From an optimization exercise on the open Yosys and OpenROAD flow, aimed at small area; shortcuts taken in it are not production practice.
Function was checked by simulation only, so behaviour that the tests miss may differ from the original.
Power and IR drop assume default switching activity.

==> flow/design.v <==
`default_nettype none
package exec_pkg;
  localparam int DATA_W = 32;
  localparam int ADDR_W = 5;
  localparam int NUM_REGS = 32;
  localparam logic [5:0] RTYPE = 6'b000000;
  localparam logic [5:0] J     = 6'b000010;
  localparam logic [5:0] BEQ   = 6'b000100;
  localparam logic [5:0] BNE   = 6'b000101;
  localparam logic [5:0] ADDI  = 6'b001000;
  localparam logic [5:0] ANDI  = 6'b001100;
  localparam logic [5:0] ORI   = 6'b001101;
  localparam logic [5:0] LW    = 6'b100011;
  localparam logic [5:0] SW    = 6'b101011;
  localparam logic [5:0] FN_ADD  = 6'b100000;
  localparam logic [5:0] FN_ADDU = 6'b100001;
  localparam logic [5:0] FN_SUB  = 6'b100010;
  localparam logic [5:0] FN_SUBU = 6'b100011;
  localparam logic [5:0] FN_AND  = 6'b100100;
  localparam logic [5:0] FN_OR   = 6'b100101;
  localparam logic [5:0] FN_XOR  = 6'b100110;
  localparam logic [5:0] FN_NOR  = 6'b100111;
  localparam logic [5:0] FN_SLT  = 6'b101010;
  localparam logic [5:0] FN_SLTU = 6'b101011;
  typedef enum logic [2:0] {
    ALU_AND  = 3'b000,
    ALU_OR   = 3'b001,
    ALU_ADD  = 3'b010,
    ALU_NOR  = 3'b011,
    ALU_XOR  = 3'b100,
    ALU_SLTU = 3'b101,
    ALU_SUB  = 3'b110,
    ALU_SLT  = 3'b111
  } alu_op_e;
endpackage
`default_nettype wire
`default_nettype none
import exec_pkg::*;
module reg_file
(
  input  logic              clock,
  input  logic              reset,
  input  logic              reg_write,
  input  logic [ADDR_W-1:0] write_reg,
  input  logic [DATA_W-1:0] write_data,
  input  logic [ADDR_W-1:0] read_reg1,
  input  logic [ADDR_W-1:0] read_reg2,
  output logic [DATA_W-1:0] read_data1,
  output logic [DATA_W-1:0] read_data2
);
  logic [NUM_REGS-1:1] w_we;
  logic [NUM_REGS-1:1] r_valid;
  logic              w_wr_en;
  logic              w_byp1;
  logic              w_byp2;
  assign w_wr_en = reg_write && (write_reg != '0);
  assign w_byp1 = w_wr_en && (write_reg == read_reg1);
  assign w_byp2 = w_wr_en && (write_reg == read_reg2);
  always_ff @(posedge clock or posedge reset) begin
    if (reset) begin
      r_valid <= '0;
    end else begin
      r_valid <= r_valid | w_we;
    end
  end
  logic [DATA_W-1:0] w_q [NUM_REGS];
  logic [NUM_REGS-1:0] w_sel1;
  logic [NUM_REGS-1:0] w_sel2;
  assign w_q[0]    = write_data;
  assign w_sel1[0] = w_byp1;
  assign w_sel2[0] = w_byp2;
  for (genvar i = 1; i < NUM_REGS; i++) begin : g_reg
    logic [DATA_W-1:0] r_data;
    assign w_we[i] = reg_write && (write_reg == ADDR_W'(i));
    always_ff @(posedge clock) begin
      if (w_we[i]) begin
        r_data <= write_data;
      end
    end
    assign w_q[i]    = r_data;
    assign w_sel1[i] = (read_reg1 == ADDR_W'(i)) && r_valid[i] && !w_byp1;
    assign w_sel2[i] = (read_reg2 == ADDR_W'(i)) && r_valid[i] && !w_byp2;
  end
  for (genvar b = 0; b < DATA_W; b++) begin : g_bit
    logic [NUM_REGS-1:0] w_col;
    for (genvar i = 0; i < NUM_REGS; i++) begin : g_col
      assign w_col[i] = w_q[i][b];
    end
    rf_read_bit u_rd1 (.d(w_col), .s(w_sel1), .y(read_data1[b]));
    rf_read_bit u_rd2 (.d(w_col), .s(w_sel2), .y(read_data2[b]));
  end
endmodule
module rf_read_bit
(
  input  logic [31:0] d,
  input  logic [31:0] s,
  output logic        y
);
  logic [10:0] w_n;
  logic [2:0]  w_o;
  for (genvar k = 0; k < 10; k++) begin : g_aoi
    gate_aoi222 u_aoi (
      .A1(d[3*k]),   .A2(s[3*k]),
      .B1(d[3*k+1]), .B2(s[3*k+1]),
      .C1(d[3*k+2]), .C2(s[3*k+2]),
      .Y(w_n[k])
    );
  end
  gate_aoi22  u_aoi_l (.A1(d[30]), .A2(s[30]), .B1(d[31]), .B2(s[31]), .Y(w_n[10]));
  gate_nand4  u_nd0 (.A(w_n[0]), .B(w_n[1]), .C(w_n[2]),  .D(w_n[3]), .Y(w_o[0]));
  gate_nand4  u_nd1 (.A(w_n[4]), .B(w_n[5]), .C(w_n[6]),  .D(w_n[7]), .Y(w_o[1]));
  gate_nand3  u_nd2 (.A(w_n[8]), .B(w_n[9]), .C(w_n[10]), .Y(w_o[2]));
  gate_or3    u_or  (.A(w_o[0]), .B(w_o[1]), .C(w_o[2]), .X(y));
endmodule
module gate_aoi222
(
  input  logic A1, A2, B1, B2, C1, C2,
  output logic Y
);
  assign Y = !((A1 && A2) || (B1 && B2) || (C1 && C2));
endmodule
module gate_aoi22
(
  input  logic A1, A2, B1, B2,
  output logic Y
);
  assign Y = !((A1 && A2) || (B1 && B2));
endmodule
module gate_nand4
(
  input  logic A, B, C, D,
  output logic Y
);
  assign Y = !(A && B && C && D);
endmodule
module gate_nand3
(
  input  logic A, B, C,
  output logic Y
);
  assign Y = !(A && B && C);
endmodule
module gate_or3
(
  input  logic A, B, C,
  output logic X
);
  assign X = A || B || C;
endmodule
`default_nettype wire
`default_nettype none
import exec_pkg::*;
module exec_datapath
(
  input  logic              clock,
  input  logic              reset,
  input  logic              reg_write,
  input  logic [ADDR_W-1:0] write_reg,
  input  logic [DATA_W-1:0] write_data,
  input  logic [ADDR_W-1:0] read_reg1,
  input  logic [ADDR_W-1:0] read_reg2,
  output logic [DATA_W-1:0] read_data1,
  output logic [DATA_W-1:0] read_data2,
  input  logic [5:0]        opcode,
  input  logic [5:0]        funct,
  input  logic [DATA_W-1:0] alu_a,
  input  logic [DATA_W-1:0] alu_b,
  output logic [2:0]        alu_con,
  output logic [DATA_W-1:0] alu_result,
  output logic              zero,
  output logic              overflow
);
  exec_pkg::alu_op_e w_alu_op;
  reg_file u_reg_file (
    .clock      (clock),
    .reset      (reset),
    .reg_write  (reg_write),
    .write_reg  (write_reg),
    .write_data (write_data),
    .read_reg1  (read_reg1),
    .read_reg2  (read_reg2),
    .read_data1 (read_data1),
    .read_data2 (read_data2)
  );
  always_comb begin
    w_alu_op = ALU_ADD;
    case (opcode)
      RTYPE: begin
        case (funct)
          FN_ADD, FN_ADDU: w_alu_op = ALU_ADD;
          FN_SUB, FN_SUBU: w_alu_op = ALU_SUB;
          FN_AND:          w_alu_op = ALU_AND;
          FN_OR:           w_alu_op = ALU_OR;
          FN_XOR:          w_alu_op = ALU_XOR;
          FN_NOR:          w_alu_op = ALU_NOR;
          FN_SLT:          w_alu_op = ALU_SLT;
          FN_SLTU:         w_alu_op = ALU_SLTU;
          default:         w_alu_op = ALU_ADD;
        endcase
      end
      ADDI:     w_alu_op = ALU_ADD;
      ANDI:     w_alu_op = ALU_AND;
      ORI:      w_alu_op = ALU_OR;
      LW, SW:   w_alu_op = ALU_ADD;
      BEQ, BNE: w_alu_op = ALU_SUB;
      J:        w_alu_op = ALU_ADD;
      default:  w_alu_op = ALU_ADD;
    endcase
  end
  assign alu_con = w_alu_op;
  logic              w_sub;
  logic [DATA_W-1:0] w_bx, w_p, w_g, w_c, w_sum;
  logic              w_cout, w_slt, w_sltu, w_ovf, w_zsum, w_zlog;
  logic [DATA_W-1:0] w_log;
  assign w_sub = (w_alu_op == ALU_SUB) || (w_alu_op == ALU_SLT) || (w_alu_op == ALU_SLTU);
  for (genvar i = 0; i < DATA_W; i++) begin : g_pg
    gate_xor2 u_bx (.A(alu_b[i]), .B(w_sub), .X(w_bx[i]));
    gate_ha   u_pg (.A(alu_a[i]), .B(w_bx[i]), .SUM(w_p[i]), .COUT(w_g[i]));
  end
  logic [DATA_W-1:0] gg [6];
  logic [DATA_W-1:0] pp [6];
  gate_ao21 u_cin (.A1(w_p[0]), .A2(w_sub), .B1(w_g[0]), .X(gg[0][0]));
  assign gg[0][DATA_W-1:1] = w_g[DATA_W-1:1];
  assign pp[0] = w_p;
  for (genvar l = 0; l < 5; l++) begin : g_pre
    for (genvar i = 0; i < DATA_W; i++) begin : g_bit
      if (((i >> l) & 1) == 1) begin : g_op
        localparam int SRC = ((i >> l) << l) - 1;
        gate_ao21 u_g (.A1(pp[l][i]), .A2(gg[l][SRC]), .B1(gg[l][i]), .X(gg[l+1][i]));
        if (((i >> (l + 1)) != 0) && ((i >> (l + 1)) != (i >> 5))) begin : g_p
          gate_and2 u_p (.A(pp[l][i]), .B(pp[l][SRC]), .X(pp[l+1][i]));
        end else begin : g_nop
          assign pp[l+1][i] = 1'b0;  
        end
      end else begin : g_pass
        assign gg[l+1][i] = gg[l][i];
        assign pp[l+1][i] = pp[l][i];
      end
    end
  end
  assign w_c    = {gg[5][DATA_W-2:0], w_sub};
  assign w_cout = gg[5][DATA_W-1];
  for (genvar i = 0; i < DATA_W; i++) begin : g_sum
    gate_xor2 u_s (.A(w_p[i]), .B(w_c[i]), .X(w_sum[i]));
  end
  assign w_ovf  = (alu_a[DATA_W-1] == w_bx[DATA_W-1]) &&
                  (w_sum[DATA_W-1] != alu_a[DATA_W-1]);
  assign w_slt  = w_sum[DATA_W-1] ^ w_ovf;
  assign w_sltu = !w_cout;
  assign w_zsum = (w_sum == '0);
  always_comb begin
    case (w_alu_op)
      ALU_AND: w_log = w_g;
      ALU_OR:  w_log = w_g | w_p;
      ALU_NOR: w_log = ~(w_g | w_p);
      default: w_log = w_p;
    endcase
  end
  assign w_zlog = (w_log == '0);
  always_comb begin
    case (w_alu_op)
      ALU_AND, ALU_OR, ALU_NOR, ALU_XOR: begin
        alu_result = w_log;
        overflow   = 1'b0;
        zero       = w_zlog;
      end
      ALU_SLT: begin
        alu_result = {{(DATA_W-1){1'b0}}, w_slt};
        overflow   = 1'b0;
        zero       = !w_slt;
      end
      ALU_SLTU: begin
        alu_result = {{(DATA_W-1){1'b0}}, w_sltu};
        overflow   = 1'b0;
        zero       = !w_sltu;
      end
      default: begin  
        alu_result = w_sum;
        overflow   = w_ovf;
        zero       = w_zsum;
      end
    endcase
  end
endmodule
module gate_ao21
(
  input  logic A1, A2, B1,
  output logic X
);
  assign X = (A1 && A2) || B1;
endmodule
module gate_xor2
(
  input  logic A, B,
  output logic X
);
  assign X = A ^ B;
endmodule
module gate_ha
(
  input  logic A, B,
  output logic SUM, COUT
);
  assign SUM  = A ^ B;
  assign COUT = A && B;
endmodule
module gate_and2
(
  input  logic A, B,
  output logic X
);
  assign X = A && B;
endmodule
`default_nettype wire
==> flow/flow/run.sh <==
#!/bin/bash
# The standard layout (standard.sh) with these changes:
#  - synthesis: the standard flow's script with flow/hooks.tcl added (the RTL's gate
#    modules mapped to cells; abc maps the rest with flow/area.abc);
#    flip-flop mapping is the standard flow's;
#  - smaller port buffers;
#  - a clock tree built without dummy loads, with sinks clustered by
#    CTS_CLUSTER_SIZE and CTS_CLUSTER_DIAMETER;
# Each tool's full output goes to standard.log.
set -e
here=$(pwd)
export FLOW_FLOW_DIR=$here/flow
{ head -n 1 synth_recipe.tcl; cat flow/hooks.tcl; tail -n +2 synth_recipe.tcl; } > flow_synth.tcl
sed "s|SYNTH_SCRIPT=[^ ]*|SYNTH_SCRIPT=$here/flow_synth.tcl|" standard.sh > flow_standard.sh
bash flow_standard.sh \
  BUFFER_PORTS_ARGS="-buffer_cell sky130_fd_sc_hd__buf_1" \
  CTS_ARGS="-sink_clustering_enable -repair_clock_nets -dont_use_dummy_load -buf_list {sky130_fd_sc_hd__clkbuf_4 sky130_fd_sc_hd__clkbuf_8} -sink_clustering_size 14 -sink_clustering_max_diameter 55" \
  finish > standard.log 2>&1
==> flow/flow/area.abc <==
&get -n
&st
&syn2
&dch
&nf -a -R 1000
&put
==> flow/flow/hooks.tcl <==
# Additions to the standard flow's synthesis script. run.sh inserts this file after the
# first line of synth_recipe.tcl (the standard flow's synth wrapper), so both procs below
# wrap the commands that the rest of the standard flow's script calls.
set flow_dir $::env(FLOW_FLOW_DIR)

# The read ports are written in the RTL as small gate modules whose ports match
# library cells. Before the first synth call, their instances become those
# cells and the modules are dropped, so the read ports keep that structure.
rename synth synth_recipe
proc synth {args} {
  if { ![info exists ::gates_mapped] } {
    set ::gates_mapped 1
    foreach {mod cell} {
      gate_aoi222 sky130_fd_sc_hd__a222oi_1
      gate_aoi22  sky130_fd_sc_hd__a22oi_1
      gate_nand4  sky130_fd_sc_hd__nand4_1
      gate_nand3  sky130_fd_sc_hd__nand3_1
      gate_or3    sky130_fd_sc_hd__or3_1
      gate_ao21   sky130_fd_sc_hd__a21o_1
      gate_and2   sky130_fd_sc_hd__and2_1
      gate_xor2   sky130_fd_sc_hd__xor2_1
      gate_ha     sky130_fd_sc_hd__ha_1
    } {
      yosys chtype -map $mod $cell
      yosys delete $mod
    }
  }
  synth_recipe {*}$args
}

# abc maps the logic with an area script (flow/area.abc) in place of the
# speed script; the prefix adder and the read ports are already cells.
proc abc {args} {
  set i [lsearch $args -script]
  yosys abc {*}[lreplace $args $i [expr {$i + 1}] -script $::flow_dir/area.abc]
}
==> flow/standard.sh <==
#!/bin/bash
# synth_recipe.tcl (not shown) runs the flow's synth.tcl, then flattens the netlist and writes it again
# the make line also repeats each setting of config.mk as NAME=value (left out here)
make -C /OpenROAD-flow-scripts/flow DESIGN_CONFIG=/design/flow/config.mk WORK_HOME=/design/flow/orfs CLKGATE_MAP_FILE= SYNTH_SCRIPT=/design/flow/synth_recipe.tcl "${@:-finish}"
==> flow/config.mk <==
export PLATFORM = sky130hd
export DESIGN_NAME = exec_datapath
export DESIGN_NICKNAME = exec_datapath
export VERILOG_FILES = /design/flow/design.v
export SDC_FILE = /design/flow/constraint.sdc
export NUM_CORES = 4
export LEC_CHECK = 0
export CAP_MARGIN = 10
export CORE_MARGIN = 2
export CORE_UTILIZATION = 50
export CTS_BUF_LIST = sky130_fd_sc_hd__clkbuf_4 sky130_fd_sc_hd__clkbuf_8
export CTS_CLUSTER_DIAMETER = 55
export CTS_CLUSTER_SIZE = 14
export SLEW_MARGIN = 10
==> flow/constraint.sdc <==
create_clock -name core_clock -period 8.0 [get_ports {clock}]
set_input_delay 1.6000 -clock core_clock [delete_from_list [all_inputs] [get_ports {clock}]]
set_output_delay 1.6000 -clock core_clock [all_outputs]
set_load 0.01 [all_outputs]
==> out/metrics.yaml <==
critical_path:
  r2r-start: "u_reg_file.r_valid[8]$_DFF_PP0_"
  cp-end-kind: "output pin"
  cp_max_fo: 17
  r2r_end: "u_reg_file.r_valid[8]$_DFF_PP0_"
  r2r_cells: 1
  worstSetupPathType: "input port to output pin"
  worstSetupStartpointType: "input port"
  regToRegSetupSlack_ns: 7.24
  arrival_ns: 6.27
  crit_required_ns: 6.40
timing:
  finClkSkew_ns: 0
  period_minus_slack_ns: 7.87
  hold_viol_final: 0
  drv_slew: 0
  period_share_pct: 98.4
  worst_slew_pin_slew_ns: 1.39
  worst_slew_margin_rel_pct: 7.17
  fmax_mhz: 127
  setup_violations: 0
routing:
  wl_per_cell_um: 40.2
  vias: 35101
  drt.antenna.violating_nets: 0
  drtIter0Drc: 9262
  drc: 0
  first_pass_iters: 13
  postRouteWirelength_um: 173000
  via_per_inst: 8.17
final_layout:
  syn_to_final_growth_pct: 11.3
  drive_gt1_share_pct: 12.1
  nets: 3294
  utilization_pct: 56.1
  fillers: 6936
logic_synthesis:
  ys_async_sr_fraction_pct: 3.03
  synth_area_per_cell_um2: 16.2
  syn_nets: 2855
  ys_warn_count: 7
  synthCells: 2697
  netlist-cell-type-count: 38
  ys_seq_elements: 1023
  seq_area_frac_synth_pct: 69.8
  yosysMostFrequentCell: "edfxtp_1"
  yosys-top-cells-count: "edfxtp_1, a222oi_1, nand4_1"
  synth_top_area_share_pct: 68.1
  synth_edf_count: 992
  yosysTopAreaCell: "edfxtp_1"
  synth_area_mm2: 0.0438
  synth_ff_type: "edfxtp_1"
  ys_top_cells_by_area: "edfxtp_1, a222oi_1, nand4_1"
die:
  die_x_um: 300
  dieHeight_um: 300
  fp.coreArea_mm2: 0.0868
  die_area_mm2: 0.0899
  io_pins: 227
  rows: 108
  start_util_pct: 50.4
pwr:
  powerDensity_mw_per_mm2: 201
  design_power_total_w: 0.00979
  p_leak_nw: 15.9
  vdd_drop_max_mv: 0.128
clock_tree:
  cts_buffer_depth: 3
  cts_root_buffer: "clkbuf_8"
  insertion_delay_ns: 0.75
  numCtsBuffers: 93
  cts_tree: "yes"
  clock_sinks: 1023
  clk_pin_slew_ns: 0.08
  h-tree-depth: 3
  cts_hold_buffers: 0
outcome:
  status: "finished clean"
min_path:
  hold_end: "u_reg_file.r_valid[26]$_DFF_PP0_"
  min-delay-start: "u_reg_file.r_valid[26]$_DFF_PP0_"
  hold_path.class: "register to register"
  min_path_cells: 1
global_route:
  grt_busiest_layer: "met2"
  grt-ovfl-total: 0
  use_met1_pct: 50.0
  antenna_found_initial: 12
  grt_pass1_wl_um: 239000
  globalRouteMet2Util_pct: 54.9
  met3_usage_pct: 11.9
  grt_pass1_vias: 34095
  grt_max_degree: 34
  grtUsageTotal_pct: 37.2
job:
  max_cap_violations: 0
placement:
  hpwl_um: 103000
  io_buffers: 226
  place_congestion: 0.926
[worst max-delay path: stages]
cell and delay (ns):
buf_1 0.11, nor2b_2 0.18, a32o_1 0.27, a21oi_1 0.27, nor3_4 0.07, a21oi_4 0.23, buf_12 0.14, buf_12 0.16
xor2_1 0.17, ha_1 0.29, a21o_1 0.21, a21o_1 0.25, a21o_1 0.24, a21o_4 0.31, a21o_1 0.21, xor2_1 0.17
nor4_2 0.37, nand4_1 0.18, or4_1 0.43, a21oi_1 0.21, buf_1 0.18
[area by class of cell]
| type | instances | area (µm²) | share of cell area (%) |
|---|---|---|---|
| inverter | 4 | 15.0 | 0.0308 |
| antenna | 6 | 15.0 | 0.0308 |
| sequential | 1023 | 30600 | 62.8 |
| multi-input combinational | 1606 | 13100 | 26.9 |
| tap | 1155 | 1450 | 2.97 |
| clock buffer | 93 | 1280 | 2.63 |
| timing repair buffer | 408 | 2280 | 4.68 |
[per-stage QoR]
stage	area [µm²]	cells	TNS, ns	setup slack [ns]	hold WS, ns
floorplan	43800	2697	0	0.0275	0.449
global placement	47300	4194	0	0.121	0.469
global route	48700	4293	-0.0451	-0.0451	0.517
detailed placement	47300	4194	0	0.0556	0.474
finish	48700	4295	0	0.129	0.494
CTS	48600	4287	0	0.0249	0.495
[state kept, by name (all words and copies together), names as in the netlist]
signal               cells
u_reg_file.g.r_data    992
u_reg_file.r_valid      31
[logic make-up after synthesis]
| group | after synthesis | synth area share, % |
|---|---|---|
| AND/OR/NAND/NOR | 603 | 7.75 |
| flip-flops | 1023 | 69.8 |
| AO/OA/AOI/OAI | 896 | 18.9 |
| buffers and inverters | 68 | 1.13 |
| adder cells (fa/ha/maj) | 32 | 0.915 |
| multiplexers | 1 | 0.0257 |
| XOR/XNOR | 74 | 1.48 |
[power breakdown]
part,internal [W],switching [W]
clock network,0.00103,0.00167
logic,0.000344,0.000724
registers,0.00597,0.0000562
[worst max-delay path by stage]
| stage | from | slack (ns) | end |
|---|---|---|---|
| finish | funct[1] | 0.13 | zero |
| floorplan | opcode[1] | 0.03 | zero |
| CTS | opcode[1] | 0.02 | zero |
| global route | opcode[1] | -0.05 | zero |
| global placement | opcode[1] | 0.12 | zero |
| detailed placement | opcode[1] | 0.06 | zero |
[what timing repair did]
item / CTS / global route
resized for setup: 0 / 13
endpoints found under the setup margin: 0 / 2
buffers inserted: 0 / 2
[routing by layer]
metal | wire [µm] | up-vias
li1 | - | 13474
met1 | 59400 | 17379
met2 | 75000 | 3577
met3 | 28700 | 661
met4 | 9580 | 10
met5 | 69 | -
[cells in the final DEF (no fill, tap or decap), types with 67 or more instances in the layout]
master    netlist  final
edfxtp_1      992    992
a222oi_1      655    655
buf_1           0    226
buf_4          64    176
nand4_1       138    138
clkbuf_8        0     93
a21o_1         82     81
nand3_1        68     68
xor2_1         67     67

-- static timing again, ports no longer ideal --
The flow's constraints put no driver on any port. The routed layout listed below was extracted and timed again, unchanged, in two steps.
Step 1, drivers: a clkbuf_16 drives clock and a buf_2 each remaining input, both assumed.
Step 2, shift: input delay + t, output delay - t, t = (earliest + latest rising clock arrival at the registers) / 2. This alone moves slack from input paths to output paths.
Three values: ideal ports, drivers, drivers and shift; two values: the first two.
t, ns: 0.773
slack for setup (ns): 0.129 / 0.107 / 0.107
worst register clock-pin slew, ns: 0.09 / 0.09
worst data-port slew with drivers (ns): 0.09
After both steps this run still meets setup and hold. For this run, drivers alone change the setup slack by -0.022 ns; drivers and shift together by -0.022 ns.
